This design comes from an exercise in tuning for small area, a short achievable clock period and few clock cycles per item on the open sky130 flow, not from production work.
The RTL was checked by simulation tests, not by an equivalence proof against the original design.
Power is estimated from default activity; no workload was simulated.

`config.mk`:
```
export PLATFORM = sky130hd
export DESIGN_NAME = ts_packet_header_parser
export DESIGN_NICKNAME = ts_packet_header_parser
export VERILOG_FILES = /design/flow/design.v
export SDC_FILE = /design/flow/constraint.sdc
export NUM_CORES = 4
export LEC_CHECK = 0
export ABC_AREA = 1
export CAP_MARGIN = 20
export CORE_MARGIN = 2
export CORE_UTILIZATION = 50
export SETUP_SLACK_MARGIN = 5
export SLEW_MARGIN = 20
```
`constraint.sdc`:
```
create_clock -name core_clock -period 8.0 [get_ports {clk}]
set_input_delay 1.6000 -clock core_clock [delete_from_list [all_inputs] [get_ports {clk}]]
set_output_delay 1.6000 -clock core_clock [all_outputs]
set_load 0.01 [all_outputs]
```
`design.v`:
```
package tsph_pkg;
  localparam int unsigned PACKET_BYTES = 188;
  localparam logic [7:0] SYNC_CODE = 8'h47;
  localparam logic [3:0] KIND_HEADER  = 4'd0;
  localparam logic [3:0] KIND_PAYLOAD = 4'd8;
  localparam logic [1:0] ST_OK       = 2'd0;
  localparam logic [1:0] ST_BAD_SYNC = 2'd1;
  localparam logic [1:0] ST_TRUNC    = 2'd2;
  localparam int P_IDLE  = 0;    
  localparam int P_PAY   = 1;    
  localparam int P_HDR   = 2;    
  localparam int P_ALEN  = 3;    
  localparam int P_AFL   = 4;    
  localparam int P_STUFF = 5;    
  localparam int P_PSKIP = 6;    
  localparam int P_PEND  = 7;    
  localparam int P_PCR   = 8;    
  localparam int P_OPCR  = 9;
  localparam int P_SPL   = 10;
  localparam int P_PRIV  = 11;
  localparam int P_EXT   = 12;   
  localparam int P_LTW   = 13;
  localparam int P_RATE  = 14;
  localparam int P_SEAM  = 15;
endpackage
module ts_packet_header_parser (
  input  logic        clk,
  input  logic        rst,
  input  logic        byte_valid,
  output logic        byte_stall,
  input  logic [8:0]  byte_data,   
  output logic        rec_valid,
  input  logic        rec_stall,
  output logic [72:0] rec_data
);
  localparam logic [7:0] ALEN_MAX = 8'(tsph_pkg::PACKET_BYTES - 5);
  localparam logic [7:0] POS_WRAP = 8'(tsph_pkg::PACKET_BYTES);
  localparam int P_IDLE  = tsph_pkg::P_IDLE;
  localparam int P_PAY   = tsph_pkg::P_PAY;
  localparam int P_HDR   = tsph_pkg::P_HDR;
  localparam int P_ALEN  = tsph_pkg::P_ALEN;
  localparam int P_AFL   = tsph_pkg::P_AFL;
  localparam int P_STUFF = tsph_pkg::P_STUFF;
  localparam int P_PSKIP = tsph_pkg::P_PSKIP;
  localparam int P_PEND  = tsph_pkg::P_PEND;
  localparam int P_PCR   = tsph_pkg::P_PCR;
  localparam int P_OPCR  = tsph_pkg::P_OPCR;
  localparam int P_SPL   = tsph_pkg::P_SPL;
  localparam int P_PRIV  = tsph_pkg::P_PRIV;
  localparam int P_EXT   = tsph_pkg::P_EXT;
  localparam int P_LTW   = tsph_pkg::P_LTW;
  localparam int P_RATE  = tsph_pkg::P_RATE;
  localparam int P_SEAM  = tsph_pkg::P_SEAM;
  logic        in_vld, in_vld_n;
  logic [8:0]  in_q, in_q_n;
  logic        bs_q, bs_n;
  logic        ov, ov_n;
  logic [3:0]  okind, ekind;
  logic [1:0]  ost, est;
  logic        olast, elast;
  logic        emit;
  logic [15:0] ph, ph_n;        
  logic        pt, pt_n;        
  logic [5:0]  fcnt, fcnt_n;    
  logic [7:0]  bpos, bpos_n;    
  logic        wrap, wrap_n;    
  logic [7:0]  abl, abl_n;      
  logic [7:0]  fl, fl_n;        
  logic [23:0] hl;              
  logic [41:0] val;             
  logic [7:0]  b;
  logic        pos0, quiet, calm, fld, last;
  logic        do_pend, do_t0, consume, cq, cn;
  logic        sync;
  logic        t_hdr, t_alen, t_afl, t_pskip, t_stuff, t_fld, t_priv;
  logic        adv;
  logic [7:0]  fs;
  logic [15:0] adv_ph;
  logic        adv_pt;
  logic [5:0]  adv_cnt;
  logic [7:0]  adv_fl;
  logic [41:0] vd, ve;
  logic        v_clr, v_pay, v_dec, v_all;
  logic [5:0]  s_pcr;
  logic [4:0]  s_seam;
  logic [2:0]  s_rate;
  logic [1:0]  s_ltw;
  logic        s_one;
  logic [7:0]  pay_len;
  logic        pos0_n, quiet_n, calm_n, free_n;
  assign b     = in_q[8:1];
  assign pos0  = in_q[0] || wrap;
  assign quiet = ph[P_IDLE] || ph[P_PAY];
  assign calm  = quiet || ph[P_ALEN] || ph[P_AFL] || ph[P_STUFF] || ph[P_EXT];
  assign fld   = ph[P_PCR] || ph[P_OPCR] || ph[P_SPL] || ph[P_PRIV] || ph[P_EXT] ||
                 ph[P_LTW] || ph[P_RATE] || ph[P_SEAM];
  assign last  = fcnt[0];
  assign sync  = (b == tsph_pkg::SYNC_CODE);
  assign do_pend = !ov && ph[P_PEND];
  assign do_t0   = !ov && in_vld && pos0 && !quiet && !ph[P_PEND];
  assign consume = in_vld && (ph[P_PEND] ? (!ov && !pos0)
                                         : (!(pos0 && !quiet) && (!ov || (calm && !pos0))));
  assign cq      = consume && pos0;     
  assign cn      = consume && !pos0 && !ph[P_PEND];
  assign t_hdr   = cn && ph[P_HDR] && last;
  assign t_alen  = cn && ph[P_ALEN];
  assign t_afl   = cn && ph[P_AFL];
  assign t_pskip = cn && ph[P_PSKIP] && (val[16:9] == 8'd1);
  assign t_stuff = cn && ph[P_STUFF] && (abl == 8'd1);
  assign t_fld   = cn && fld && last;
  assign t_priv  = t_fld && ph[P_PRIV] && (b != 8'd0);
  assign adv     = t_afl || t_pskip || (t_fld && !t_priv);
  always_comb begin
    if (ph[P_AFL])      fs = {b[4:0], 3'd0};
    else if (ph[P_EXT]) fs = {5'd0, b[7:5]};
    else                fs = fl;
    adv_ph  = '0;
    adv_pt  = 1'b0;
    adv_cnt = '0;
    adv_fl  = fs;
    if (fs[7]) begin
      adv_fl[7] = 1'b0;
      if (abl <= 8'd6) adv_pt = 1'b1; else adv_ph[P_PCR] = 1'b1;
      adv_cnt[5] = 1'b1;
    end else if (fs[6]) begin
      adv_fl[6] = 1'b0;
      if (abl <= 8'd6) adv_pt = 1'b1; else adv_ph[P_OPCR] = 1'b1;
      adv_cnt[5] = 1'b1;
    end else if (fs[5]) begin
      adv_fl[5] = 1'b0;
      if (abl <= 8'd1) adv_pt = 1'b1; else adv_ph[P_SPL] = 1'b1;
      adv_cnt[0] = 1'b1;
    end else if (fs[4]) begin
      adv_fl[4] = 1'b0;
      if (abl <= 8'd1) adv_pt = 1'b1; else adv_ph[P_PRIV] = 1'b1;
      adv_cnt[0] = 1'b1;
    end else if (fs[3]) begin
      adv_fl[3] = 1'b0;
      if (abl <= 8'd2) adv_pt = 1'b1; else adv_ph[P_EXT] = 1'b1;
      adv_cnt[1] = 1'b1;
    end else if (fs[2]) begin
      adv_fl[2] = 1'b0;
      if (abl <= 8'd2) adv_pt = 1'b1; else adv_ph[P_LTW] = 1'b1;
      adv_cnt[1] = 1'b1;
    end else if (fs[1]) begin
      adv_fl[1] = 1'b0;
      if (abl <= 8'd3) adv_pt = 1'b1; else adv_ph[P_RATE] = 1'b1;
      adv_cnt[2] = 1'b1;
    end else if (fs[0]) begin
      adv_fl[0] = 1'b0;
      if (abl <= 8'd5) adv_pt = 1'b1; else adv_ph[P_SEAM] = 1'b1;
      adv_cnt[4] = 1'b1;
    end else if (abl != 8'd1) begin
      adv_ph[P_STUFF] = 1'b1;
    end
    if (adv_ph == '0) adv_ph[P_PEND] = 1'b1;
  end
  always_comb begin
    ph_n   = ph;
    pt_n   = pt;
    fcnt_n = fcnt;
    abl_n  = abl;
    fl_n   = fl;
    emit   = 1'b0;
    ekind  = tsph_pkg::KIND_HEADER;
    est    = tsph_pkg::ST_OK;
    elast  = 1'b0;
    v_clr  = 1'b0;
    v_pay  = 1'b0;
    if (cn && (fld || ph[P_HDR])) fcnt_n = fcnt >> 1;
    if (cn && (fld || ph[P_AFL] || ph[P_PSKIP] || ph[P_STUFF])) abl_n = abl - 8'd1;
    if (do_pend) begin
      emit  = 1'b1;
      ekind = tsph_pkg::KIND_PAYLOAD;
      elast = 1'b1;
      ph_n  = '0;
      if (pt) begin
        est   = tsph_pkg::ST_TRUNC;
        v_clr = 1'b1;
        ph_n[P_IDLE] = 1'b1;
      end else begin
        v_pay = 1'b1;
        ph_n[P_PAY] = 1'b1;
      end
    end
    if (do_t0) begin
      emit  = 1'b1;
      ekind = tsph_pkg::KIND_PAYLOAD;
      est   = tsph_pkg::ST_TRUNC;
      elast = 1'b1;
      v_clr = 1'b1;
      ph_n  = '0;
      ph_n[P_IDLE] = 1'b1;
    end
    if (cq) begin
      ph_n = '0;
      if (!sync) begin
        emit  = 1'b1;
        est   = tsph_pkg::ST_BAD_SYNC;
        elast = 1'b1;
        v_clr = 1'b1;
        ph_n[P_IDLE] = 1'b1;
      end else begin
        ph_n[P_HDR] = 1'b1;
        fcnt_n      = 6'b000100;
      end
    end
    if (t_hdr) begin
      emit  = 1'b1;
      v_clr = 1'b1;
      ph_n  = '0;
      if (b[5]) begin
        ph_n[P_ALEN] = 1'b1;
      end else begin
        ph_n[P_PEND] = 1'b1;
        pt_n         = 1'b0;
      end
    end
    if (t_alen) begin
      abl_n = b;
      ph_n  = '0;
      if (b > ALEN_MAX) begin
        ph_n[P_PEND] = 1'b1;
        pt_n         = 1'b1;
      end else if (b == 8'd0) begin
        ph_n[P_PEND] = 1'b1;
        pt_n         = 1'b0;
      end else begin
        ph_n[P_AFL] = 1'b1;
      end
    end
    if (t_stuff) begin
      ph_n = '0;
      ph_n[P_PEND] = 1'b1;
      pt_n         = 1'b0;
    end
    if (t_fld && !ph[P_EXT]) begin
      emit  = 1'b1;
      ekind = {1'b0,
               ph[P_PRIV] || ph[P_LTW] || ph[P_RATE] || ph[P_SEAM],
               ph[P_OPCR] || ph[P_SPL] || ph[P_RATE] || ph[P_SEAM],
               ph[P_PCR] || ph[P_SPL] || ph[P_LTW] || ph[P_SEAM]};
    end
    if (t_priv) begin
      ph_n = '0;
      if (b >= abl) begin
        ph_n[P_PEND] = 1'b1;
        pt_n         = 1'b1;
      end else begin
        ph_n[P_PSKIP] = 1'b1;
      end
    end
    if (adv) begin
      ph_n = adv_ph;
      pt_n = adv_pt;
      fl_n = adv_fl;
      if (adv_ph[P_PEND] == 1'b0) fcnt_n = adv_cnt;
    end
  end
  assign v_dec   = cn && ph[P_PSKIP];
  assign pay_len = hl[4] ? (POS_WRAP - bpos) : 8'd0;
  always_comb begin
    s_pcr  = {6{cn && (ph[P_PCR] || ph[P_OPCR])}} & {fcnt[0], fcnt[1], fcnt[2], fcnt[3], fcnt[4], fcnt[5]};
    s_seam = {5{cn && ph[P_SEAM]}} & {fcnt[0], fcnt[1], fcnt[2], fcnt[3], fcnt[4]};
    s_rate = {3{cn && ph[P_RATE]}} & {fcnt[0], fcnt[1], fcnt[2]};
    s_ltw  = {2{cn && ph[P_LTW]}} & {fcnt[0], fcnt[1]};
    s_one  = cn && (ph[P_SPL] || ph[P_PRIV]);
  end
  assign v_all = v_clr || v_pay || s_one || s_ltw[0] || s_rate[0] || s_seam[0];
  always_comb begin
    vd = '0;
    ve = {42{v_all}};
    vd[41:34] = vd[41:34] | ({8{s_pcr[0]}} & b);           ve[41:34] = ve[41:34] | {8{s_pcr[0]}};
    vd[33:26] = vd[33:26] | ({8{s_pcr[1]}} & b);           ve[33:26] = ve[33:26] | {8{s_pcr[1]}};
    vd[25:18] = vd[25:18] | ({8{s_pcr[2]}} & b);           ve[25:18] = ve[25:18] | {8{s_pcr[2]}};
    vd[17:10] = vd[17:10] | ({8{s_pcr[3]}} & b);           ve[17:10] = ve[17:10] | {8{s_pcr[3]}};
    vd[9:8]   = vd[9:8]   | ({2{s_pcr[4]}} & {b[7], b[0]}); ve[9:8]   = ve[9:8]   | {2{s_pcr[4]}};
    vd[7:0]   = vd[7:0]   | ({8{s_pcr[5]}} & b);           ve[7:0]   = ve[7:0]   | {8{s_pcr[5]}};
    vd[41:39] = vd[41:39] | ({3{s_seam[0]}} & b[3:1]);
    vd[3:0]   = vd[3:0]   | ({4{s_seam[0]}} & b[7:4]);
    vd[38:31] = vd[38:31] | ({8{s_seam[1]}} & b);           ve[38:31] = ve[38:31] | {8{s_seam[1]}};
    vd[30:24] = vd[30:24] | ({7{s_seam[2]}} & b[7:1]);      ve[30:24] = ve[30:24] | {7{s_seam[2]}};
    vd[23:16] = vd[23:16] | ({8{s_seam[3]}} & b);           ve[23:16] = ve[23:16] | {8{s_seam[3]}};
    vd[15:9]  = vd[15:9]  | ({7{s_seam[4]}} & b[7:1]);      ve[15:9]  = ve[15:9]  | {7{s_seam[4]}};
    vd[30:25] = vd[30:25] | ({6{s_rate[0]}} & b[5:0]);
    vd[24:17] = vd[24:17] | ({8{s_rate[1]}} & b);           ve[24:17] = ve[24:17] | {8{s_rate[1]}};
    vd[16:9]  = vd[16:9]  | ({8{s_rate[2]}} & b);           ve[16:9]  = ve[16:9]  | {8{s_rate[2]}};
    vd[23:17] = vd[23:17] | ({7{s_ltw[0]}} & b[6:0]);
    vd[0]     = vd[0]     | (s_ltw[0] & b[7]);
    vd[16:9]  = vd[16:9]  | ({8{s_ltw[1]}} & b);            ve[16:9]  = ve[16:9]  | {8{s_ltw[1]}};
    vd[16:9]  = vd[16:9]  | ({8{s_one}} & b);
    vd[16:9]  = vd[16:9]  | ({8{v_pay}} & bpos);
    vd[7:0]   = vd[7:0]   | ({8{v_pay}} & pay_len);
    vd[16:9]  = vd[16:9]  | ({8{v_dec}} & (val[16:9] - 8'd1));
    ve[16:9]  = ve[16:9]  | {8{v_dec}};
  end
  always_comb begin
    bpos_n = bpos;
    wrap_n = wrap;
    if (consume) begin
      bpos_n = pos0 ? 8'd1 : bpos + 8'd1;
      wrap_n = !pos0 && (bpos == POS_WRAP - 8'd1);
    end
  end
  assign ov_n     = ov ? rec_stall : emit;
  assign in_vld_n = (in_vld && !consume) || (byte_valid && !bs_q);
  assign in_q_n   = bs_q ? in_q : byte_data;
  assign pos0_n   = in_q_n[0] || wrap_n;
  assign quiet_n  = ph_n[P_IDLE] || ph_n[P_PAY];
  assign calm_n   = quiet_n || ph_n[P_ALEN] || ph_n[P_AFL] || ph_n[P_STUFF] || ph_n[P_EXT];
  assign free_n   = !ov_n;
  assign bs_n     = in_vld_n && (free_n ? (pos0_n && !quiet_n)
                                        : (ph_n[P_PEND] || !calm_n || pos0_n));
  always_ff @(posedge clk) begin
    if (rst) begin
      in_vld <= 1'b0;
      bs_q   <= 1'b0;
      ov     <= 1'b0;
      ph     <= 16'(1) << P_IDLE;
      wrap   <= 1'b1;
    end else begin
      in_vld <= in_vld_n;
      bs_q   <= bs_n;
      ov     <= ov_n;
      ph     <= ph_n;
      wrap   <= wrap_n;
    end
  end
  always_ff @(posedge clk) begin
    in_q <= in_q_n;
    bpos <= bpos_n;
    pt   <= pt_n;
    fcnt <= fcnt_n;
    abl  <= abl_n;
    fl   <= fl_n;
    if (cq) begin
      hl <= 24'd0;
    end else if (cn && ph[P_HDR]) begin
      hl <= {hl[15:0], b};
    end
    for (int i = 0; i < 42; i++) begin
      if (ve[i]) val[i] <= vd[i];
    end
    if (emit) begin
      okind <= ekind;
      ost   <= est;
      olast <= elast;
    end
  end
  assign byte_stall = bs_q;
  assign rec_valid  = ov;
  assign rec_data   = {okind, hl[20:8], hl[23], hl[22], hl[21], hl[7:6], hl[5:4], hl[3:0],
                       val, ost, olast};
endmodule
```
`flow/run.sh`:
```
#!/bin/bash
# The standard layout (standard.sh: the standard flow's synthesis and ORFS flow) with three
# changes to how it is made:
#  - port buffers are buf_2 cells rather than the delay cells buffer_ports picks by
#    default; every port still gets its own buffer;
#  - the clock tree uses clkbuf_8 cells under a clkbuf_16 root and no dummy loads;
set -euo pipefail
export BUFFER_PORTS_ARGS="-buffer_cell sky130_fd_sc_hd__buf_2"
export CTS_ARGS="-sink_clustering_enable -repair_clock_nets -buf_list sky130_fd_sc_hd__clkbuf_8 -root_buf sky130_fd_sc_hd__clkbuf_16 -dont_use_dummy_load"
bash standard.sh SETUP_SLACK_5.0=MARGIN finish > standard_flow.log 2>&1
```
`standard.sh`:
```
#!/bin/bash
# synth_recipe.tcl (not shown) runs the flow's synth.tcl, then flattens the netlist and writes it again
# the make line also repeats each setting of config.mk as NAME=value (left out here)
make -C /OpenROAD-flow-scripts/flow DESIGN_CONFIG=/design/flow/config.mk WORK_HOME=/design/flow/orfs CLKGATE_MAP_FILE= SYNTH_SCRIPT=/design/flow/synth_recipe.tcl "${@:-finish}"
```
==> impl_metrics.json, run 1 <==
{
  "status": "timing/DRC/antenna clean",
  "synth.most_common_cell": "nand2_1",
  "slew_headroom_pct": 34.1,
  "cp.arrival_ns": 3.14,
  "cp_slowest_cell": "edfxtp_1",
  "p_per_area_nw_per_um2": 168,
  "period_needed_ns": 2.87,
  "met1_length_um": 8610,
  "synth_edf_count": 80,
  "synth_nets": 844,
  "cp-end-kind": "register",
  "yosys.area.top_type": "edfxtp_1",
  "cts_sinks": 132,
  "hpwl_um": 16000,
  "slew_violations": 0,
  "r2r_start": "in_q[3]",
  "clk_path_buf_depth": 2,
  "grt_pass1_wl_um": 32800,
  "critPathMaxStageDelay_ns": 0.61,
  "cp_max_fo": 18,
  "synthesis.area_um2": 6840,
  "combPwrFrac_pct": 9.9,
  "drcViolationCount": 0,
  "antennaDiodeCount": 0,
  "p_leak_nw": 3.48,
  "fp-row-count": 42,
  "tritoncts": "built",
  "fillers": 1265,
  "seqPwrFrac_pct": 58.1,
  "instances_no_fill": 1093,
  "min_to": "ph[11]",
  "hold_viol": 0,
  "place_inst": 1056,
  "fmax_ghz": 0.349,
  "p_int_uw": 985,
  "rsz0062_at_grt": "false",
  "wire_per_inst_um": 19.7,
  "drive_above_1_share_pct": 18.4,
  "die_area_um2": 14600,
  "ioPinCount": 88,
  "worstPathRequired_ns": 8.27,
  "htreeDepth": 4,
  "worst_slew_pin_slew_ns": 0.980,
  "stdcell_area_um2": 7900,
  "reg2regPathDepth": 11,
  "finalNetCount": 947,
  "p_sw_uw": 338,
  "swShare_pct": 25.6,
  "maxCapViolations": 0,
  "rrSetupSlack_ns": 5.13,
  "dieWidth_um": 121,
  "cts_buffers": 17,
  "async_flop_share_pct": 0,
  "r2r-end": "fcnt[0]",
  "antenna_found_initial": 1,
  "core_um2": 13300,
  "areaGrowthSynthToFinish_pct": 15.5,
  "synth.avg_cell_area_um2": 8.38,
  "synth_area_leaders": "edfxtp_1 35%, dfxtp_1 15%, nand2_1 8.2%",
  "die_h_um": 121,
  "ys_types": 44,
  "gp_congestion": 0.992,
  "synth_ff_type": "edfxtp_1",
  "finalClockSkew_ns": 0.0351,
  "clockRootBuffer": "clkbuf_16",
  "wl_met3_um": 1570,
  "worstPathBufferInverterCount": 3,
  "place_area_um2": 7400,
  "initial_core_util_pct": 51.4,
  "drt_pass1_iterations": 5,
  "hold_path.class": "reg2reg",
  "start_kind": "register",
  "syn_inst": 816,
  "portBuffers": 87,
  "grt_max_degree": 30,
  "netlist_top_cells_count": "149 x nand2_1, 108 x nor2_1, 99 x inv_1",
  "grt_util_all_layers_pct": 29.8,
  "critical_path_class": "reg2reg",
  "tns_ns": 0,
  "crit_chain": "clkinvlp_4 > buf_4 > nand4_1 > nor4_2 > nor2_1 > o21ai_1 > buf_4 > nand2_2 > nor2_1 > nand2_1 > o21ai_0",
  "clock_power_share_pct": 32.0,
  "crit_family": "simple AND/OR/NAND/NOR gates",
  "wl_met2_um": 10200,
  "routed_via_density": 5.90,
  "initialDrtViolationCount": 628,
  "cts.reportedPaths.clkPinSlew_ns": 0.06,
  "grt.overflow.total": 0,
  "post-route-period-util_pct": 35.8,
  "top_layer": "met5",
  "ys_ff_latch": 132,
  "clkLatencyLatePin_ns": 0.39,
  "wirelength_um": 21500,
  "grt_pass1_vias": 6016,
  "drtAntennaViolNets": 0,
  "yosys_warnings": 1,
  "netlist.area_leader.share_pct": 35.1,
  "yosysSeqAreaShare_pct": 50.3,
  "setup-violations-final": 0,
  "max-vdd-ir-drop_uv": 102,
  "hp-start": "ph[11]",
  "num_vias": 6447,
  "hold_depth": 2
}
-- stage by stage --
stage	utilization, %	hold slack (ns)	power [mW]	setup WS (ns)
global placement	55.7	0.452	0.893	4.67
floorplan	-	0.439	0.846	5.69
finish	59.4	0.460	1.32	5.13
detailed placement	55.7	0.456	0.896	4.61
CTS	58.5	0.465	1.32	4.97
global route	59.4	0.484	1.36	5.01
-- layout make-up --
class	count	area (um2)	area share (%)
Timing Repair Buffer	107	586	7.41
Multi-Input combinational cell	554	2980	37.7
Inverter	107	428	5.42
Sequential cell	132	3440	43.6
Tap cell	176	220	2.79
Clock buffer	17	245	3.10
-- per-layer routing --
layer	vias to the layer above	GRT usage, %
met1	3063	36.3
met3	78	6.67
met2	300	48.7
met4	2	17.1
li1	3004	-
met5	-	0
-- flip-flops by register name, indices dropped and copies added, names as in the netlist --
name,cells
val,42
fcnt,6
ost,2
pt,1
hl,24
ov,1
fl,7
abl,8
ph,16
wrap,1
olast,1
in_q,9
bpos,8
okind,4
bs_q,1
in_vld,1
-- logic make-up (layout without fill, tap and decap cells) --
kind of cell / after synthesis / count (layout) / share of synthesized area, %
fa+ha+maj: 15 / 15 / 2.74
compound gates: 175 / 175 / 15.3
xor+xnor: 16 / 16 / 2.05
flops: 132 / 132 / 50.3
buf+inv: 131 / 231 / 7.35
simple gates: 347 / 348 / 22.2
-- worst max-delay path by stage --
stage | slack [ns] | from | depth (start not counted) | end
after floorplan | 5.69 | rst | 3 | ov
after global placement | 4.67 | in_q[2] | 13 | fcnt[0]
after detailed placement | 4.61 | ph[12] | 12 | val[1]
after CTS | 4.97 | wrap | 13 | val[2]
after global routing | 5.01 | wrap | 13 | val[31]
final | 5.13 | in_q[3] | 11 | fcnt[0]
-- layout by cell type, fill, tap and decap left out, types with 3 or more instances in the layout --
cell type | synthesis | layout
edfxtp_1 | 80 | 80
o21ai_0 | 61 | 61
nand3_2 | 0 | 5
ha_1 | 15 | 15
buf_2 | 3 | 87
o22ai_1 | 24 | 24
dfxtp_1 | 52 | 51
nor2_4 | 5 | 6
inv_1 | 99 | 91
buf_4 | 2 | 20
nand2_2 | 2 | 3
o221ai_1 | 23 | 23
nand3_1 | 39 | 34
clkinvlp_4 | 0 | 7
xnor2_1 | 4 | 4
nor3_4 | 2 | 3
a21oi_1 | 46 | 46
nand4_1 | 14 | 14
o21ai_1 | 3 | 3
nor3_1 | 13 | 13
nor2_1 | 108 | 105
xor2_1 | 12 | 12
or2_2 | 3 | 3
clkinv_1 | 3 | 3
nor4_1 | 6 | 4
clkbuf_8 | 0 | 16
nand2_1 | 149 | 147
nor2_2 | 1 | 4
inv_2 | 5 | 6
-- power groups by stage --
stage                     Combinational, mW  Clock, mW  Sequential [mW]
final                                 0.131      0.424            0.768
after global routing                  0.141      0.452            0.770
after CTS                             0.121      0.424            0.770
after detailed placement              0.109          0            0.787
after global placement                0.107          0            0.786
after floorplan                      0.0635          0            0.783
-- repair_timing --
| item | CTS | global route |
|---|---|---|
| endpoints found under the setup margin | 58 | 61 |
| buffers inserted | 9 | 10 |
| hold endpoints to repair | 0 | 0 |
| resized for setup | 11 | 14 |
| hold buffers | 0 | 0 |
| pin swaps | 1 | 1 |
| cloned | 1 | 0 |
-- worst min-delay path, cell delays in order, from the launching register on --
cell,delay (ns)
dfxtp_1,0.31
nand2_1,0.06
a21oi_1,0.05
Testbench counts, summed over its fixed seeds: cycles 36,328, bytes 36,128.
==> inputs of run 2 (changes only) <==
--- a/flow/run.sh
+++ b/flow/run.sh
@@ -9,2 +9,2 @@
 export CTS_ARGS="-sink_clustering_enable -repair_clock_nets -buf_list sky130_fd_sc_hd__clkbuf_8 -root_buf sky130_fd_sc_hd__clkbuf_16 -dont_use_dummy_load"
-bash standard.sh SETUP_SLACK_5.0=MARGIN finish > standard_flow.log 2>&1
+bash standard.sh SETUP_SLACK_5.4=MARGIN finish > standard_flow.log 2>&1
==> run 2 against run 1 <==
Still clean. Flip-flop and latch count stayed put. Combinational power hardly changed. Register-to-register slack about the same. Non-clock buffer count stayed put.
==> impl_metrics.json, run 2 <==
{
  "synth_fa_ha_area_share_pct": 2.74,
  "routed_via_density": 5.90,
  "power_mw": 1.32,
  "die_h_um": 121,
  "die_area_um2": 14600,
  "grt_pass1_wl_um": 32800,
  "areaGrowthSynthToFinish_pct": 15.5,
  "synth_compound_area_share_pct": 15.3,
  "drt_pass1_iterations": 5,
  "synth_ff_type": "edfxtp_1",
  "period_needed_ns": 2.87,
  "initialDrtViolationCount": 628,
  "clockRootBuffer": "clkbuf_16",
  "ys_types": 44,
  "tns_ns": 0,
  "grt_pass1_vias": 6016,
  "portBuffers": 87,
  "top_register": "val",
  "slew_headroom_pct": 34.1,
  "p_leak_nw": 3.48,
  "yosys_warnings": 1,
  "drtAntennaViolNets": 0,
  "layout_commonest_cell": "nand2_1",
  "async_flop_share_pct": 0,
  "yosys.area.top_type": "edfxtp_1",
  "crit_family": "simple AND/OR/NAND/NOR gates",
  "max-vdd-ir-drop_uv": 102,
  "reg.largest.list": "val (42), hl (24), ph (16)",
  "ys_ff_latch": 132,
  "cp-end-kind": "register",
  "synth.avg_cell_area_um2": 8.38,
  "slew_violations": 0,
  "num_vias": 6447,
  "synthMuxAreaShare_pct": 0,
  "cp_max_fo": 18,
  "postCtsHoldBufs": 0,
  "post-route-period-util_pct": 35.8,
  "netlist.area_leader.share_pct": 35.1,
  "crit_chain": "clkinvlp_4 > buf_4 > nand4_1 > nor4_2 > nor2_1 > o21ai_1 > buf_4 > nand2_2 > nor2_1 > nand2_1 > o21ai_0",
  "clkLatencyLatePin_ns": 0.39,
  "clk_path_buf_depth": 2,
  "grt_util_all_layers_pct": 29.8,
  "fmax_ghz": 0.349,
  "start_kind": "register",
  "antenna_found_initial": 1,
  "wirelength_um": 21500,
  "rsz0062_at_grt": "false",
  "p_per_area_nw_per_um2": 168,
  "finalNetCount": 947,
  "largest_reg_flops": 42,
  "tritoncts": "built",
  "synth_top_family_by_area": "simple AND/OR/NAND/NOR gates",
  "maxCapViolations": 0,
  "hpwl_um": 16000,
  "core_um2": 13300,
  "setup-violations-final": 0,
  "yosys.area_share.simple_pct": 22.2,
  "worstPathBufferInverterCount": 3,
  "multiInputGateArea_um2": 2980,
  "worstPathRequired_ns": 8.27,
  "hold_viol": 0,
  "netlist_top_cells_count": "149 x nand2_1, 108 x nor2_1, 99 x inv_1",
  "cts.reportedPaths.clkPinSlew_ns": 0.06,
  "drive_above_1_share_pct": 18.4,
  "status": "timing/DRC/antenna clean",
  "synth.most_common_cell": "nand2_1",
  "regArea_um2": 3440,
  "critical_path_class": "reg2reg",
  "synth-xor-area-share_pct": 2.05,
  "wire_per_inst_um": 19.7,
  "cp.arrival_ns": 3.14,
  "cp_slowest_cell": "edfxtp_1",
  "synth_edf_count": 80,
  "cts_sinks": 132,
  "antennaDiodeCount": 0,
  "drcViolationCount": 0,
  "syn_inst": 816,
  "layout_common_cells": "147 x nand2_1, 105 x nor2_1, 91 x inv_1",
  "grt.overflow.total": 0,
  "gp_congestion": 0.992,
  "ioPinCount": 88,
  "grt_max_degree": 30,
  "htreeDepth": 4,
  "utilization_pct": 59.4,
  "critPathMaxStageDelay_ns": 0.61,
  "cts_buffers": 17,
  "dieWidth_um": 121,
  "fillers": 1265,
  "hold_path.class": "reg2reg",
  "synth_area_leaders": "edfxtp_1 35%, dfxtp_1 15%, nand2_1 8.2%",
  "synthesis.area_um2": 6840,
  "fp-row-count": 42,
  "synth_nets": 844,
  "initial_core_util_pct": 51.4,
  "yosysSeqAreaShare_pct": 50.3,
  "worst_slew_pin_slew_ns": 0.980,
  "finalClockSkew_ns": 0.0351
}
run 2: per-layer routing:
layer  routed length, um  global-route usage [%]
met1                8610                    36.3
met5                  13                       0
met3                1570                    6.67
met2               10200                    48.7
met4                1140                    17.1
run 2: worst paths after layout:
kind / endpoint / start / slack, ns / cells after the start
worst min-delay path: ph[11] / ph[11] / 0.46 / 2
worst max register to register: fcnt[0] / in_q[3] / 5.13 / 11
worst min register to register: ph[11] / ph[11] / 0.46 / 2
worst max-delay path: fcnt[0] / in_q[3] / 5.13 / 11
run 2: cells by family (layout without fill, tap and decap cells):
group,Yosys count,count (layout)
DFF,132,132
adders and majority gates,15,15
and+or+nand+nor,347,348
AOI/OAI and AO/OA,175,175
xor gates and xnor gates,16,16
buffers and inverters,131,231
run 2: report_power, final:
part | switching [mW] | internal [mW]
Clock | 0.224 | 0.200
Combinational | 0.0919 | 0.0391
Sequential | 0.0222 | 0.746
Total | 0.338 | 0.985
run 2: final cells by class:
cell class,instances,area share (%)
sequential,132,43.6
timing repair buffer,107,7.41
multi-input combinational,554,37.7
tap,176,2.79
clock buffer,17,3.10
inverter,107,5.42
run 2: timing repair:
action,in CTS,in global routing
gates resized for setup,11,14
setup endpoints to repair,58,61
pin swaps,1,1
cloned,1,0
buffers inserted,9,10
run 2: through the flow:
stage	hold slack (ns)	setup slack (ns)	cells	area, um2
after global routing	0.484	5.01	1093	7900
after floorplan	0.439	5.69	816	6840
final	0.460	5.13	1093	7900
after detailed placement	0.456	4.61	1056	7400
after CTS	0.465	4.97	1083	7770
after global placement	0.452	4.67	1056	7400
run 2: tightest hold or removal path, stage by stage, from the launching register on:
cell	delay (ns)
dfxtp_1	0.31
nand2_1	0.06
a21oi_1	0.05
==> inputs of run 3 (changes only) <==
==> flow/run.sh (replaced) <==
#!/bin/bash
# Standard layout, except that the port buffers are buf_2 cells rather than the
# delay cells buffer_ports picks by default: every port still gets its own buffer.
set -euo pipefail
export BUFFER_PORTS_ARGS="-buffer_cell sky130_fd_sc_hd__buf_2"
bash standard.sh finish > standard_flow.log 2>&1
--- a/config.mk
+++ b/config.mk
@@ -11,2 +11,5 @@
 export CORE_UTILIZATION = 50
+export CTS_BUF_LIST = sky130_fd_sc_hd__clkbuf_8
+export CTS_CLUSTER_DIAMETER = 100
+export CTS_CLUSTER_SIZE = 40
 export SETUP_SLACK_MARGIN = 5
==> run 3 against run 2 <==
Critical endpoint is now rec_data[49]. Register-to-register slack better by 0.06 ns. Still clean. Final cell count increased by 1.5%. Highest routed layer unchanged. Core utilization increased by 0.95 points.
==> impl_metrics.json, run 3 <==
{
  "crit_chain": "buf_2",
  "netlist.area_leader.share_pct": 35.1,
  "synth.avg_cell_area_um2": 8.38,
  "wirelength_um": 21600,
  "core_um2": 13300,
  "post-route-period-util_pct": 35.7,
  "tritoncts": "built",
  "hold_viol": 0,
  "ys_types": 44,
  "status": "timing/DRC/antenna clean",
  "die_h_um": 121,
  "antennaDiodeCount": 0,
  "worstPathRequired_ns": 6.40,
  "htreeDepth": 4,
  "finalClockSkew_ns": 0.0172,
  "cts_sinks": 132,
  "grt_max_degree": 30,
  "die_area_um2": 14600,
  "multiInputGateArea_um2": 2970,
  "grt_pass1_wl_um": 33200,
  "areaGrowthSynthToFinish_pct": 17.3,
  "ioPinCount": 88,
  "wire_per_inst_um": 19.4,
  "syn_inst": 816,
  "clockRootBuffer": "clkbuf_8",
  "post-place-ws_ns": 4.61,
  "hold_depth": 2,
  "drt_pass1_iterations": 5,
  "routed_via_density": 5.82,
  "cp_max_fo": 6,
  "synth_edf_count": 80,
  "async_flop_share_pct": 0,
  "cp-end-kind": "output pin",
  "cts_buffers": 17,
  "crit_family": "flip-flops",
  "grt.overflow.total": 0,
  "synth.most_common_cell": "nand2_1",
  "critPathMaxStageDelay_ns": 0.57,
  "critical_path_class": "reg2out",
  "stdcell_area_um2": 8030,
  "layout_commonest_cell": "nand2_1",
  "p_per_area_nw_per_um2": 179,
  "max-vdd-ir-drop_uv": 109,
  "postCtsHoldBufs": 0,
  "maxCapViolations": 0,
  "antenna_found_initial": 1,
  "worstPathBufferInverterCount": 1,
  "slew_headroom_pct": 33.8,
  "portBuffers": 87,
  "fillers": 1250,
  "yosys_warnings": 1,
  "synth_nets": 844,
  "cts.reportedPaths.clkPinSlew_ns": 0.09,
  "top_register": "val",
  "fp-row-count": 42,
  "grt_pass1_vias": 6056,
  "finalNetCount": 948,
  "netlist_top_cells_count": "149 x nand2_1, 108 x nor2_1, 99 x inv_1",
  "rsz0062_at_grt": "false",
  "synthesis.area_um2": 6840,
  "hold_path.class": "reg2reg",
  "gp_congestion": 0.992,
  "min_to": "ph[11]",
  "initial_core_util_pct": 51.4,
  "period_needed_ns": 2.86,
  "setup_ws_ns": 5.14,
  "synth_area_leaders": "edfxtp_1 35%, dfxtp_1 15%, nand2_1 8.2%",
  "ys_ff_latch": 132,
  "slew_violations": 0,
  "hpwl_um": 16000,
  "largest_reg_flops": 42,
  "initialDrtViolationCount": 685,
  "clkLatencyLatePin_ns": 0.47,
  "start_kind": "register",
  "layout_common_cells": "147 x nand2_1, 105 x nor2_1, 91 x inv_1",
  "fmax_ghz": 0.350,
  "synth_ff_type": "edfxtp_1",
  "rrSetupSlack_ns": 5.19,
  "r2r_start": "in_q[8]",
  "worst_slew_pin_slew_ns": 0.984,
  "yosysSeqAreaShare_pct": 50.3,
  "yosys.area.top_type": "edfxtp_1",
  "clk_path_buf_depth": 2,
  "r2r-end": "fcnt[2]",
  "reg.largest.list": "val (42), hl (24), ph (16)",
  "num_vias": 6450,
  "place_area_um2": 7400,
  "drive_above_1_share_pct": 19.8,
  "hp-start": "ph[11]",
  "grt_util_all_layers_pct": 30.2,
  "drtAntennaViolNets": 0,
  "tns_ns": 0,
  "dieWidth_um": 121,
  "drcViolationCount": 0,
  "reg2regPathDepth": 12,
  "setup-violations-final": 0,
  "cp_slowest_cell": "dfxtp_1",
  "p_leak_nw": 3.55,
  "cp.arrival_ns": 1.26,
  "regArea_um2": 3440
}
## run 3: cell counts after synthesis
No cell type changed its count.
## run 3: routing by layer
metal	GRT usage [%]	part of all wire, %	vias up
met3	6.30	7.7	61
met5	0	0.060	-
met4	15.7	4.2	2
met2	50.2	49	314
met1	37.0	40	3051
li1	-	-	3022
## run 3: how the worst max path moves through the flow
stage                        from      endpoint  cells past startpoint
final                       hl[4]  rec_data[49]                      1
after global routing         wrap        val[3]                     13
after CTS                 in_q[2]       fcnt[0]                     13
after detailed placement   ph[12]        val[1]                     12
after global placement    in_q[2]       fcnt[0]                     13
after floorplan               rst            ov                      3
## run 3: report_power, final
group          switching [mW]  total, mW  internal [mW]
Sequential             0.0209      0.766          0.745
Combinational          0.0929      0.133         0.0398
Clock                   0.310      0.539          0.229
## run 3: final cells by class
cell class                      count  share of cell area, %
Clock buffer                       17                   2.92
Inverter                          107                   5.33
Clock inverter                     15                   1.68
Tap cell                          176                   2.74
Timing Repair Buffer              108                   7.39
Multi-Input combinational cell    554                   37.0
Sequential cell                   132                   42.9
## run 3: per-stage QoR
stage / hold WS (ns) / util [%] / cells / power [mW]
after floorplan: 0.439 / - / 816 / 0.846
after global placement: 0.452 / 55.7 / 1056 / 0.893
after detailed placement: 0.456 / 55.7 / 1056 / 0.896
after CTS: 0.484 / 59.6 / 1102 / 1.43
after global routing: 0.510 / 60.4 / 1109 / 1.48
final: 0.477 / 60.4 / 1109 / 1.44
## run 3: logic make-up (layout without fill, tap and decap cells)
kind of cell / Yosys count / after routing / synth area share (%)
AND/OR/NAND/NOR: 347 / 348 / 22.2
flip-flops: 132 / 132 / 50.3
AO/OA/AOI/OAI: 175 / 175 / 15.3
adder cells (fa/ha/maj): 15 / 15 / 2.74
XOR/XNOR: 16 / 16 / 2.05
buffers and inverters: 131 / 247 / 7.35
## run 3: what timing repair did
action / 4_1_cts / 5_1_grt
pin swaps: 1 / 1
cloned: 1 / 0
resized for setup: 13 / 11
endpoints found under the setup margin: 58 / 43
hold endpoints to repair: 0 / 0
buffers inserted: 13 / 7
==> inputs of run 4 (changes only) <==
--- a/design.v
+++ b/design.v
@@ -56,2 +56,4 @@
   logic        bs_q, bs_n;
+  logic        in_sync, in_zero, in_long;    
+  logic        in_sync_n, in_zero_n, in_long_n;
   logic        ov, ov_n;
@@ -89,2 +91,3 @@
   logic [7:0]  pay_len;
+  logic        hshift;        
   logic        pos0_n, quiet_n, calm_n, free_n;
@@ -97,3 +100,3 @@
   assign last  = fcnt[0];
-  assign sync  = (b == tsph_pkg::SYNC_CODE);
+  assign sync  = in_sync;
   assign do_pend = !ov && ph[P_PEND];
@@ -110,3 +113,3 @@
   assign t_fld   = cn && fld && last;
-  assign t_priv  = t_fld && ph[P_PRIV] && (b != 8'd0);
+  assign t_priv  = t_fld && ph[P_PRIV] && !in_zero;
   assign adv     = t_afl || t_pskip || (t_fld && !t_priv);
@@ -221,6 +224,6 @@
       ph_n  = '0;
-      if (b > ALEN_MAX) begin
+      if (in_long) begin
         ph_n[P_PEND] = 1'b1;
         pt_n         = 1'b1;
-      end else if (b == 8'd0) begin
+      end else if (in_zero) begin
         ph_n[P_PEND] = 1'b1;
@@ -260,2 +263,3 @@
   assign v_dec   = cn && ph[P_PSKIP];
+  assign hshift  = cn && ph[P_HDR];
   assign pay_len = hl[4] ? (POS_WRAP - bpos) : 8'd0;
@@ -307,2 +311,5 @@
   assign in_q_n   = bs_q ? in_q : byte_data;
+  assign in_sync_n = bs_q ? in_sync : (byte_data[8:1] == tsph_pkg::SYNC_CODE);
+  assign in_zero_n = bs_q ? in_zero : (byte_data[8:1] == 8'd0);
+  assign in_long_n = bs_q ? in_long : (byte_data[8:1] > ALEN_MAX);
   assign pos0_n   = in_q_n[0] || wrap_n;
@@ -329,3 +336,6 @@
   always_ff @(posedge clk) begin
-    in_q <= in_q_n;
+    in_q    <= in_q_n;
+    in_sync <= in_sync_n;
+    in_zero <= in_zero_n;
+    in_long <= in_long_n;
     bpos <= bpos_n;
@@ -335,10 +345,4 @@
     fl   <= fl_n;
-    if (cq) begin
-      hl <= 24'd0;
-    end else if (cn && ph[P_HDR]) begin
-      hl <= {hl[15:0], b};
-    end
-    for (int i = 0; i < 42; i++) begin
-      if (ve[i]) val[i] <= vd[i];
-    end
+    hl  <= (hl & {24{!(cq || hshift)}}) | ({hl[15:0], b} & {24{hshift}});
+    val <= (val & ~ve) | (vd & ve);
     if (emit) begin
==> flow/run.sh (replaced) <==
#!/bin/bash
# The standard layout (standard.sh: the standard flow's synthesis and ORFS flow) with two
# changes to how it is made:
#  - port buffers are buf_2 cells rather than the delay cells buffer_ports picks by
#    default; every port still gets its own buffer;
#  - the clock tree uses clkbuf_8 cells under a clkbuf_16 root and no dummy loads.
set -euo pipefail
export BUFFER_PORTS_ARGS="-buffer_cell sky130_fd_sc_hd__buf_2"
export CTS_ARGS="-sink_clustering_enable -repair_clock_nets -buf_list sky130_fd_sc_hd__clkbuf_8 -root_buf sky130_fd_sc_hd__clkbuf_16 -dont_use_dummy_load"
bash standard.sh finish > standard_flow.log 2>&1
--- a/config.mk
+++ b/config.mk
@@ -11,5 +11,2 @@
 export CORE_UTILIZATION = 50
-export CTS_BUF_LIST = sky130_fd_sc_hd__clkbuf_8
-export CTS_CLUSTER_DIAMETER = 100
-export CTS_CLUSTER_SIZE = 40
 export SETUP_SLACK_MARGIN = 5
==> run 4 against run 3 <==
Still clean on timing, DRC and antenna. Synthesized cell count fell by 2.8%. Register-to-register slack improved by 0.04 ns. Combinational power rose by 16%. Die area rose by 0.80%. Non-clock buffer count fell by 15. Hold slack improved by 0.0077 ns. Design area fell by 3.1%. Sequential share of layout area rose by 2.5 points. Clock power fell by about 20%. Critical path type is now reg2reg. Largest power group unchanged.
==> impl_metrics.json, run 4 <==
{
  "ys_types": 49,
  "die_area_um2": 14700,
  "ioPinCount": 88,
  "hold_path.class": "reg2reg",
  "setup_ws_ns": 5.23,
  "met3_usage_pct": 4.79,
  "grtUsageMet1_pct": 35.8,
  "post-route-period-util_pct": 34.7,
  "postCtsHoldBufs": 0,
  "p_per_area_nw_per_um2": 181,
  "period_needed_ns": 2.77,
  "finalClockSkew_ns": 0.0192,
  "cp_max_fo": 10,
  "worstPathRequired_ns": 8.08,
  "tns_ns": 0,
  "status": "timing/DRC/antenna clean",
  "post-place-ws_ns": 4.97,
  "fp-row-count": 42,
  "synthesis.area_um2": 6900,
  "crit_start": "wrap",
  "die_h_um": 121,
  "cp.arrival_ns": 2.85,
  "synth_fa_ha_area_share_pct": 2.72,
  "critical_path_class": "reg2reg",
  "max-vdd-ir-drop_uv": 105,
  "synth_nets": 821,
  "grt_pass1_wl_um": 30300,
  "drt_pass1_iterations": 5,
  "synthMuxAreaShare_pct": 0,
  "grt_util_all_layers_pct": 27.3,
  "swShare_pct": 27.2,
  "synth_area_leaders": "edfxtp_1 36%, dfxtp_1 15%, nand2_1 8.1%",
  "fillers": 1262,
  "yosysSeqAreaShare_pct": 51.2,
  "cts_sinks": 135,
  "place_inst": 1037,
  "ys_ff_latch": 135,
  "slew_violations": 0,
  "p_leak_nw": 3.29,
  "power_mw": 1.41,
  "syn_inst": 793,
  "combPwrFrac_pct": 10.9,
  "areaGrowthSynthToFinish_pct": 12.8,
  "cp-end-kind": "register",
  "yosys_warnings": 1,
  "clkLatencyLatePin_ns": 0.38,
  "yosys.area.top_type": "edfxtp_1",
  "wirelength_um": 19800,
  "grt_max_degree": 34,
  "utilization_pct": 58.3,
  "drcViolationCount": 0,
  "synth.avg_cell_area_um2": 8.70,
  "netlist_top_cells_count": "149 x nand2_1, 101 x inv_1, 83 x edfxtp_1",
  "cts.reportedPaths.clkPinSlew_ns": 0.08,
  "instances_no_fill": 1060,
  "synth_top_family_by_area": "simple AND/OR/NAND/NOR gates",
  "drtAntennaViolNets": 0,
  "hpwl_um": 14600,
  "rsz0062_at_grt": "true",
  "drive_above_1_share_pct": 17.3,
  "place_area_um2": 7470,
  "netlist.area_leader.share_pct": 36.1,
  "routed_via_density": 5.78,
  "slew_headroom_pct": 34.2,
  "num_vias": 6124,
  "tritoncts": "built",
  "gp_congestion": 0.920,
  "initial_core_util_pct": 51.7,
  "layout_common_cells": "147 x nand2_1, 101 x inv_1, 87 x buf_2",
  "start_kind": "register",
  "clk_path_buf_depth": 2,
  "synth.most_common_cell": "nand2_1",
  "synth-xor-area-share_pct": 1.78,
  "setup-violations-final": 0,
  "core_um2": 13300,
  "portBuffers": 87,
  "hold_viol": 0,
  "p_sw_uw": 382,
  "p_int_mw": 1.02,
  "synth_compound_area_share_pct": 15.5,
  "htreeDepth": 4,
  "finalNetCount": 914,
  "cts_buffers": 17,
  "yosys.area_share.simple_pct": 21.2,
  "initialDrtViolationCount": 570,
  "grt_pass1_vias": 5787,
  "stdcell_area_um2": 7780,
  "hp-start": "hl[3]",
  "fmax_ghz": 0.360,
  "clockRootBuffer": "clkbuf_16",
  "layout_commonest_cell": "nand2_1",
  "hold_ws_ns": 0.485,
  "maxCapViolations": 0,
  "seqPwrFrac_pct": 58.4,
  "dieWidth_um": 121,
  "synth_ff_type": "edfxtp_1",
  "r2r_start": "wrap",
  "async_flop_share_pct": 0,
  "worst_slew_pin_slew_ns": 0.974,
  "grt.overflow.total": 0,
  "gr-usage-met2_pct": 43.5,
  "antenna_found_initial": 0,
  "synth_edf_count": 83,
  "grt-busiest-layer": "met2",
  "clock_power_share_pct": 30.7,
  "wire_per_inst_um": 18.7,
  "antennaDiodeCount": 0
}
-- run 4: repair_timing --
item	in CTS	in global routing
gates resized for setup	1	4
buffers inserted	3	3
pin swaps	1	1
endpoints found under the setup margin	28	43
-- run 4: layout make-up --
type,instances,area (um2),share of cell area [%]
repair buffers,93,480,6.18
clock buffers,17,245,3.15
flip-flops and latches,135,3530,45.4
inverters,115,432,5.55
well taps,176,220,2.83
multi-input cells,524,2870,36.8
-- run 4: cells by family after synthesis --
group,count (synthesis)
adders and majority gates,15
DFF,135
and+or+nand+nor,323
AOI/OAI and AO/OA,172
xor gates and xnor gates,14
buffers and inverters,134
-- run 4: worst max-delay path, stage by stage, from the launching register on --
cell     delay [ns]
dfxtp_1        0.33
nor2_4         0.26
inv_2          0.14
nand2_2        0.12
inv_2          0.04
a21oi_2        0.14
nand4_4        0.23
inv_2          0.24
nand3_1        0.20
nand3_1        0.19
nor4_4         0.06
buf_4          0.19
buf_4          0.14
nand2_1        0.06
nor2_1         0.05
nand3_1        0.09
-- run 4: worst paths after layout --
path                   end  slack [ns]  depth (start not counted)
setup / recovery  register        5.23                         15
hold / removal      hl[11]        0.48                          2
setup reg to reg  register        5.23                         15
hold reg to reg     hl[11]        0.48                          2
-- run 4: metal layers --
metal | vias to the layer above | part of all wire, %
met2 | 259 | 46
met1 | 2885 | 44
met4 | 0 | 3.7
li1 | 2925 | -
met3 | 55 | 6.5
met5 | - | 0
-- run 4: power groups by stage --
stage / Clock, mW / Sequential (mW) / Combinational, mW
2_1_floorplan: 0 / 0.827 / 0.0903
3_3_place_gp: 0 / 0.833 / 0.148
6_report: 0.431 / 0.821 / 0.154
4_1_cts: 0.433 / 0.820 / 0.152
3_5_place_dp: 0 / 0.835 / 0.149
5_1_grt: 0.456 / 0.824 / 0.170
Testbench counts of run 4, summed over its fixed seeds: cycles 36,328, bytes 36,128.
==> inputs of run 5 (changes only) <==
==> flow/run.sh (replaced) <==
#!/bin/bash
# The standard layout (standard.sh: the standard flow's synthesis and ORFS flow) with three
# changes to how it is made:
#  - port buffers are buf_2 cells rather than the delay cells buffer_ports picks by
#    default; every port still gets its own buffer;
#  - the clock tree uses clkbuf_8 cells under a clkbuf_16 root and no dummy loads;
set -euo pipefail
export BUFFER_PORTS_ARGS="-buffer_cell sky130_fd_sc_hd__buf_2"
export CTS_ARGS="-sink_clustering_enable -repair_clock_nets -buf_list sky130_fd_sc_hd__clkbuf_8 -root_buf sky130_fd_sc_hd__clkbuf_16 -dont_use_dummy_load"
export SETUP_SLACK_MARGIN=5.4
bash standard.sh finish > standard_flow.log 2>&1
--- a/config.mk
+++ b/config.mk
@@ -10,4 +10,3 @@
 export CORE_MARGIN = 2
-export CORE_UTILIZATION = 50
-export SETUP_SLACK_MARGIN = 5
+export CORE_UTILIZATION = 65
 export SLEW_MARGIN = 20
==> run 5 against run 4 <==
Via count is 6.7% higher. First-iteration DRC count is 49% higher. Combinational power is 17% higher. Setup slack better by 0.18 ns. Global-route usage is 9.0 points higher. Largest cell class unchanged.
==> impl_metrics.json, run 5 <==
{
  "grt_pass1_vias": 6143,
  "netlist_top_cells_count": "149 x nand2_1, 101 x inv_1, 83 x edfxtp_1",
  "slew_violations": 0,
  "hold_path.class": "reg2reg",
  "finalClockSkew_ns": 0.0204,
  "drcViolationCount": 0,
  "critPathMaxStageDelay_ns": 0.45,
  "antennaDiodeCount": 0,
  "worstPathBufferInverterCount": 1,
  "place_area_um2": 7420,
  "drtAntennaViolNets": 0,
  "wire_per_inst_um": 19.5,
  "maxCapViolations": 0,
  "dieWidth_um": 107,
  "p_per_area_nw_per_um2": 178,
  "tns_ns": 0,
  "period_needed_ns": 2.59,
  "synth.avg_cell_area_um2": 8.70,
  "core_um2": 10300,
  "die_h_um": 107,
  "num_vias": 6537,
  "hold_viol": 0,
  "initial_core_util_pct": 66.8,
  "ys_types": 49,
  "synth_nets": 821,
  "max-vdd-ir-drop_uv": 132,
  "syn_inst": 793,
  "clkLatencyLatePin_ns": 0.39,
  "p_leak_nw": 3.42,
  "grt_max_degree": 34,
  "slew_headroom_pct": 32.2,
  "clk_path_buf_depth": 2,
  "cp_max_fo": 4,
  "synthesis.area_um2": 6900,
  "layout_common_cells": "146 x nand2_1, 98 x inv_1, 87 x buf_2",
  "drive_above_1_share_pct": 20.8,
  "finalNetCount": 936,
  "synth_area_leaders": "edfxtp_1 36%, dfxtp_1 15%, nand2_1 8.1%",
  "netlist.area_leader.share_pct": 36.1,
  "grt.overflow.total": 0,
  "critical_path_class": "reg2out",
  "hpwl_um": 14600,
  "setup-violations-final": 0,
  "routed_via_density": 6.27,
  "htreeDepth": 4,
  "synth_ff_type": "edfxtp_1",
  "cp.arrival_ns": 0.99,
  "clockRootBuffer": "clkbuf_16",
  "tritoncts": "built",
  "portBuffers": 87,
  "cts_buffers": 17,
  "ys_ff_latch": 135,
  "cts_sinks": 135,
  "synth_edf_count": 83,
  "start_kind": "register",
  "crit_chain": "buf_2",
  "cp-end-kind": "output pin",
  "cp_slowest_cell": "edfxtp_1",
  "status": "timing/DRC/antenna clean",
  "layout_commonest_cell": "nand2_1",
  "async_flop_share_pct": 0,
  "yosys.area.top_type": "edfxtp_1",
  "wirelength_um": 20300,
  "fmax_ghz": 0.386,
  "gp_congestion": 0.986,
  "yosysSeqAreaShare_pct": 51.2,
  "worstPathRequired_ns": 6.40,
  "stdcell_area_um2": 7990,
  "drt_pass1_iterations": 8,
  "areaGrowthSynthToFinish_pct": 15.8,
  "ioPinCount": 88,
  "cts.reportedPaths.clkPinSlew_ns": 0.06,
  "initialDrtViolationCount": 848,
  "fillers": 720,
  "synth.most_common_cell": "nand2_1",
  "yosys_warnings": 1,
  "grt_pass1_wl_um": 31100,
  "fp-row-count": 37,
  "worst_slew_pin_slew_ns": 1.00,
  "die_area_um2": 11500,
  "grt_util_all_layers_pct": 36.4,
  "antenna_found_initial": 0,
  "post-route-period-util_pct": 32.4,
  "rsz0062_at_grt": "true",
  "crit_family": "flip-flops"
}
==> run 5: cell counts after synthesis <==
Identical to the previous run, type by type.
==> run 5: layer usage <==
metal	GRT usage (%)	part of all wire (%)	wire, um
met4	20.4	4.8	978
met3	7.78	10	2020
met5	0	0	0
met1	44.8	38	7700
met2	59.6	47	9620
==> run 5: layout make-up <==
type | count | area, um2 | share of cell area (%)
Clock buffer | 17 | 245 | 3.07
Tap cell | 136 | 170 | 2.13
Timing Repair Buffer | 114 | 642 | 8.03
Sequential cell | 135 | 3540 | 44.3
Multi-Input combinational cell | 525 | 2950 | 36.9
Inverter | 115 | 445 | 5.58
==> run 5: logic make-up (layout without fill, tap and decap cells) <==
family | Yosys count | count (layout) | share of synthesized area, %
fa+ha+maj | 15 | 15 | 2.72
simple gates | 323 | 324 | 21.2
flops | 135 | 135 | 51.2
xor+xnor | 14 | 14 | 1.78
compound gates | 172 | 172 | 15.5
buf+inv | 134 | 246 | 7.51
==> run 5: tightest hold or removal path, delay by kind of cell (launching register included) <==
family             cells  cell delay [ns]
and+or+nand+nor        1             0.07
AOI/OAI and AO/OA      1             0.05
DFF                    1             0.32
==> run 5: path summary, 6_finish.rpt <==
kind	endpoint	start	slack, ns	depth (start not counted)
worst max register to register	register	in_q[0]	5.50	13
worst min-delay path	ph[11]	ph[11]	0.48	2
worst max-delay path	rec_data[14]	register	5.41	1
worst min register to register	ph[11]	ph[11]	0.48	2
==> run 5: power by group <==
part	switching [mW]	internal [mW]	leakage (nW)	total, mW
sequential	0.0364	0.779	1.22	0.815
clock	0.225	0.199	0.127	0.424
combinational	0.121	0.0586	2.07	0.180
==> run 5: repair_timing <==
action                                  CTS  global route
cloned                                    1             0
buffers inserted                         13            14
endpoints found under the hold margin     0             0
hold buffers                              0             0
pin swaps                                 5             2
gates resized for setup                  14            15
endpoints found under the setup margin   74            90
==> run 5: through the flow <==
stage	hold WS (ns)	std cells	worst slack, ns	power [mW]	util (%)
finish	0.484	1042	5.41	1.42	77.4
detailed placement	0.469	997	4.96	0.980	71.8
global route	0.506	1042	5.33	1.46	77.4
floorplan	0.452	793	5.58	0.917	-
CTS	0.486	1028	5.41	1.40	75.8
global placement	0.463	997	5.12	0.974	71.8
==> inputs of run 6 (changes only) <==
--- a/config.mk
+++ b/config.mk
@@ -10,3 +10,3 @@
 export CORE_MARGIN = 2
-export CORE_UTILIZATION = 65
+export CORE_UTILIZATION = 72
 export SLEW_MARGIN = 20
==> run 6 against run 5 <==
Maximum frequency is 0.16% higher. Setup slack better by 0.0040 ns. Power is 0.80% higher. Final cell count is 0.67% lower. Register-to-register slack worse by 0.07 ns. Hold slack worse by 0.00092 ns. Still clean. Clock skew is 0.015 ns higher. Critical path type unchanged.
==> impl_metrics.json, run 6 <==
{
  "initial_core_util_pct": 74.3,
  "synth.most_common_cell": "nand2_1",
  "hold_path.class": "reg2reg",
  "hold_viol": 0,
  "period_needed_ns": 2.59,
  "grt.overflow.total": 0,
  "critical_path_class": "reg2out",
  "finalNetCount": 936,
  "areaGrowthSynthToFinish_pct": 15.8,
  "ioPinCount": 88,
  "fp-row-count": 35,
  "drtAntennaViolNets": 0,
  "cp.arrival_ns": 0.99,
  "slew_headroom_pct": 54.7,
  "htreeDepth": 4,
  "drcViolationCount": 0,
  "worst_slew_pin_slew_ns": 0.674,
  "crit_family": "flip-flops",
  "grt_pass1_wl_um": 30600,
  "p_per_area_nw_per_um2": 179,
  "cp-end-kind": "output pin",
  "seqPwrFrac_pct": 57.0,
  "crit_chain": "buf_2",
  "critPathMaxStageDelay_ns": 0.45,
  "p_leak_nw": 3.40,
  "dieWidth_um": 102,
  "drt_pass1_iterations": 9,
  "clockRootBuffer": "clkbuf_16",
  "drive_above_1_share_pct": 21.3,
  "clock_power_share_pct": 30.0,
  "cp_slowest_cell": "edfxtp_1",
  "synthesis.area_um2": 6900,
  "postCtsHoldBufs": 0,
  "hold_ws_ns": 0.483,
  "synth_ff_type": "edfxtp_1",
  "syn_inst": 793,
  "cts_sinks": 135,
  "rsz0062_at_grt": "true",
  "grt_util_all_layers_pct": 39.2,
  "wirelength_um": 21300,
  "layout_commonest_cell": "nand2_1",
  "swShare_pct": 27.6,
  "maxCapViolations": 0,
  "worstPathRequired_ns": 6.40,
  "netlist_top_cells_count": "149 x nand2_1, 101 x inv_1, 83 x edfxtp_1",
  "setup_ws_ns": 5.41,
  "synth_edf_count": 83,
  "start_kind": "register",
  "initialDrtViolationCount": 959,
  "antenna_found_initial": 0,
  "antennaDiodeCount": 0,
  "async_flop_share_pct": 0,
  "setup-violations-final": 0,
  "ys_ff_latch": 135,
  "hpwl_um": 13800,
  "portBuffers": 87,
  "power_mw": 1.43,
  "die_area_um2": 10400,
  "grt_max_degree": 34,
  "gp_congestion": 0.990,
  "clkLatencyLatePin_ns": 0.38,
  "cp_max_fo": 3,
  "netlist.area_leader.share_pct": 36.1,
  "wire_per_inst_um": 20.6,
  "worstPathBufferInverterCount": 1,
  "die_h_um": 102,
  "clk_path_buf_depth": 2,
  "routed_via_density": 6.61,
  "max-vdd-ir-drop_uv": 136,
  "synth.avg_cell_area_um2": 8.70,
  "tns_ns": 0,
  "num_vias": 6841,
  "fillers": 531,
  "yosys.area.top_type": "edfxtp_1",
  "core_um2": 9280,
  "slew_violations": 0,
  "post-place-ws_ns": 5.00,
  "cts.reportedPaths.clkPinSlew_ns": 0.05,
  "synth_nets": 821,
  "tritoncts": "built",
  "status": "timing/DRC/antenna clean",
  "yosysSeqAreaShare_pct": 51.2,
  "fmax_ghz": 0.387,
  "finalClockSkew_ns": 0.0351,
  "yosys_warnings": 1,
  "combPwrFrac_pct": 12.9,
  "cts_buffers": 17,
  "synth_area_leaders": "edfxtp_1 36%, dfxtp_1 15%, nand2_1 8.1%",
  "p_sw_uw": 394,
  "p_int_mw": 1.04,
  "layout_common_cells": "146 x nand2_1, 97 x inv_1, 87 x buf_2",
  "grt_pass1_vias": 6184,
  "ys_types": 49,
  "post-route-period-util_pct": 32.3
}
## run 6: final timing paths
check | from | cells past startpoint | endpoint | slack (ns)
max reg2reg | wrap | 13 | register | 5.43
min | ph[10] | 2 | ph[10] | 0.48
min reg2reg | ph[10] | 2 | ph[10] | 0.48
max | register | 1 | rec_data[19] | 5.41
## run 6: per-stage QoR
step           area, um2  util [%]  instances
6_report            7990      86.0       1035
5_1_grt             7990      86.0       1035
4_1_cts             7740      83.4       1014
3_5_place_dp        7410      79.8        990
3_3_place_gp        7410      79.8        990
2_1_floorplan       6900         -        793
## run 6: what timing repair did
action                     in CTS  in global routing
resized for setup               6                 21
cloned                          0                  1
setup endpoints to repair      68                106
pin swaps                       3                  3
buffers inserted                7                 20
## run 6: power groups by stage
stage / Clock [mW] / Combinational (mW) / Sequential [mW]
2_1_floorplan: 0 / 0.0903 / 0.827
3_3_place_gp: 0 / 0.141 / 0.830
3_5_place_dp: 0 / 0.146 / 0.832
4_1_cts: 0.418 / 0.154 / 0.818
5_1_grt: 0.453 / 0.196 / 0.818
6_report: 0.430 / 0.185 / 0.816
## run 6: cell families after synthesis
kind of cell,after synthesis,share of synthesized area [%]
AO/OA/AOI/OAI,172,15.5
adder cells (fa/ha/maj),15,2.72
AND/OR/NAND/NOR,323,21.2
flip-flops,135,51.2
buffers and inverters,134,7.51
XOR/XNOR,14,1.78
## run 6: area by class of cell
class,count,area [um2],area share [%]
multi-input combinational,525,2940,36.8
inverter,115,449,5.62
clock buffer,17,245,3.07
tap,129,161,2.02
sequential,135,3540,44.3
timing repair buffer,114,651,8.15
## run 6: routing by layer
layer,vias up,wire length (um),track usage (%)
met5,-,0,0
met4,0,1490,27.5
met3,159,2650,9.78
met2,630,9930,62.7
met1,3070,7270,46.7
li1,2982,-,-
==> inputs of run 7 (changes only) <==
--- a/config.mk
+++ b/config.mk
@@ -10,3 +10,3 @@
 export CORE_MARGIN = 2
-export CORE_UTILIZATION = 72
+export CORE_UTILIZATION = 50
 export SLEW_MARGIN = 20
==> run 7 against run 6 <==
Hold slack improved by 0.0021 ns. Combinational power fell by 5%. Via count fell by 8.2%. Register-to-register slack better by 0.09 ns. Setup slack improved by 0.012 ns. Critical endpoint is now rec_data[13]. Highest routed layer unchanged.
==> impl_metrics.json, run 7 <==
{
  "antenna_found_initial": 0,
  "areaGrowthSynthToFinish_pct": 18.8,
  "p_leak_nw": 3.47,
  "gp_congestion": 0.920,
  "status": "timing/DRC/antenna clean",
  "antennaDiodeCount": 0,
  "dieWidth_um": 121,
  "yosysSeqAreaShare_pct": 51.2,
  "cp.arrival_ns": 0.97,
  "period_needed_ns": 2.57,
  "finalNetCount": 950,
  "worstPathBufferInverterCount": 1,
  "rsz0062_at_grt": "true",
  "initialDrtViolationCount": 637,
  "grt_max_degree": 34,
  "yosys_warnings": 1,
  "tns_ns": 0,
  "ioPinCount": 88,
  "layout_commonest_cell": "nand2_1",
  "core_um2": 13300,
  "hold_viol": 0,
  "synth.most_common_cell": "nand2_1",
  "worstPathRequired_ns": 6.40,
  "drive_above_1_share_pct": 22.9,
  "worst_slew_pin_slew_ns": 0.977,
  "maxCapViolations": 0,
  "clk_path_buf_depth": 2,
  "fmax_ghz": 0.389,
  "reg2regPathDepth": 11,
  "num_vias": 6277,
  "drcViolationCount": 0,
  "portBuffers": 87,
  "instances_no_fill": 1096,
  "drtAntennaViolNets": 0,
  "slew_violations": 0,
  "critPathMaxStageDelay_ns": 0.44,
  "cts_sinks": 135,
  "async_flop_share_pct": 0,
  "setup_ws_ns": 5.43,
  "synth_nets": 821,
  "clockRootBuffer": "clkbuf_16",
  "synth_area_leaders": "edfxtp_1 36%, dfxtp_1 15%, nand2_1 8.1%",
  "layout_common_cells": "144 x nand2_1, 97 x inv_1, 87 x buf_2",
  "htreeDepth": 4,
  "finalClockSkew_ns": 0.0221,
  "postCtsHoldBufs": 0,
  "rrSetupSlack_ns": 5.52,
  "die_area_um2": 14700,
  "post-route-period-util_pct": 32.2,
  "yosys.area.top_type": "edfxtp_1",
  "grt_pass1_vias": 5883,
  "slew_headroom_pct": 34.0,
  "cts.reportedPaths.clkPinSlew_ns": 0.08,
  "cp-end-kind": "output pin",
  "hold_path.class": "reg2reg",
  "critical_path_class": "reg2out",
  "fp-row-count": 42,
  "syn_inst": 793,
  "synth_edf_count": 83,
  "synth.avg_cell_area_um2": 8.70,
  "grt.overflow.total": 0,
  "grt_pass1_wl_um": 30900,
  "drt_pass1_iterations": 8,
  "setup-violations-final": 0,
  "start_kind": "register",
  "initial_core_util_pct": 51.7,
  "post-place-ws_ns": 4.97,
  "p_per_area_nw_per_um2": 174,
  "netlist_top_cells_count": "149 x nand2_1, 101 x inv_1, 83 x edfxtp_1",
  "routed_via_density": 5.73,
  "wirelength_um": 20300,
  "cp.depth": 1,
  "cp_slowest_cell": "edfxtp_1",
  "place_inst": 1037,
  "wire_per_inst_um": 18.6,
  "worstSetupEndpoint": "rec_data[13]",
  "max-vdd-ir-drop_uv": 93.2,
  "ys_types": 49,
  "die_h_um": 121,
  "r2r_start": "in_q[0]",
  "crit_family": "flip-flops",
  "hold_ws_ns": 0.485,
  "synthesis.area_um2": 6900,
  "crit_chain": "buf_2",
  "cp_max_fo": 3,
  "ys_ff_latch": 135,
  "cts_buffers": 17,
  "grt_util_all_layers_pct": 27.8,
  "synth_ff_type": "edfxtp_1",
  "hpwl_um": 14600,
  "tritoncts": "built",
  "netlist.area_leader.share_pct": 36.1,
  "clkLatencyLatePin_ns": 0.38
}
## run 7: changes by cell type in the layout (fill, tap and decap cells not counted), moves of 2 or more
cell / change
nand2_2: +2
buf_4: +12
nor2_4: +2
nor2_2: -2
nand2_1: -2
buf_6: +2
## run 7: worst min-delay path by stage
| stage | from | to | slack, ns | cells past startpoint |
|---|---|---|---|---|
| floorplan | ph[10] | ph[10] | 0.45 | 2 |
| global placement | hl[19] | hl[19] | 0.46 | 2 |
| detailed placement | hl[17] | hl[17] | 0.47 | 2 |
| CTS | ph[11] | ph[11] | 0.48 | 2 |
| global route | ph[11] | ph[11] | 0.50 | 2 |
| finish | hl[3] | hl[11] | 0.49 | 2 |
## run 7: layout make-up
cell class | count | area, um2
Fill cell | 1214 | 5150
Sequential cell | 135 | 3540
Timing Repair Buffer | 129 | 783
Tap cell | 176 | 220
Clock buffer | 17 | 245
Inverter | 115 | 452
Multi-Input combinational cell | 524 | 2950
## run 7: tightest hold or removal path, delay by kind of cell (launching register included)
| family | cells | cell delay, ns |
|---|---|---|
| AO/OA/AOI/OAI | 1 | 0.08 |
| buffers and inverters | 1 | 0.07 |
| flip-flops | 1 | 0.31 |
## run 7: power breakdown
part / leakage (nW) / total, mW / switching, mW / internal, mW
Sequential: 1.22 / 0.819 / 0.0403 / 0.778
Clock: 0.127 / 0.433 / 0.233 / 0.200
Combinational: 2.12 / 0.176 / 0.117 / 0.0591
## run 7: timing repair
| action | CTS | global route |
|---|---|---|
| pin swaps | 4 | 5 |
| gates resized for setup | 15 | 23 |
| setup buffers | 16 | 26 |
| endpoints found under the setup margin | 87 | 28 |
## run 7: kinds of logic after synthesis
group           share of synthesized area (%)
compound gates                           15.5
fa+ha+maj                                2.72
buf+inv                                  7.51
xor+xnor                                 1.78
flops                                    51.2
simple gates                             21.2
## run 7: per-layer routing
layer / GRT usage (%) / vias up / share of wire, %
met2: 44.8 / 304 / 47
met5: 0 / - / 0
met4: 14.6 / 0 / 3.7
met3: 4.56 / 52 / 6.9
li1: - / 3002 / -
met1: 36.2 / 2919 / 42
## run 7: metrics by stage
step	total power [mW]	instance area [um2]	util [%]
floorplan	0.917	6900	-
global placement	0.981	7470	55.9
detailed placement	0.984	7470	55.9
CTS	1.41	7880	59.0
global route	1.47	8190	61.4
finish	1.43	8190	61.4

Check on run 7: ideal ports give 5.427 ns setup slack; a clkbuf_16 on the clock port and buf_2 on the inputs give 5.387 ns; moving port delays by the midpoint clock arrival (0.408 ns) as well gives 5.366 ns.
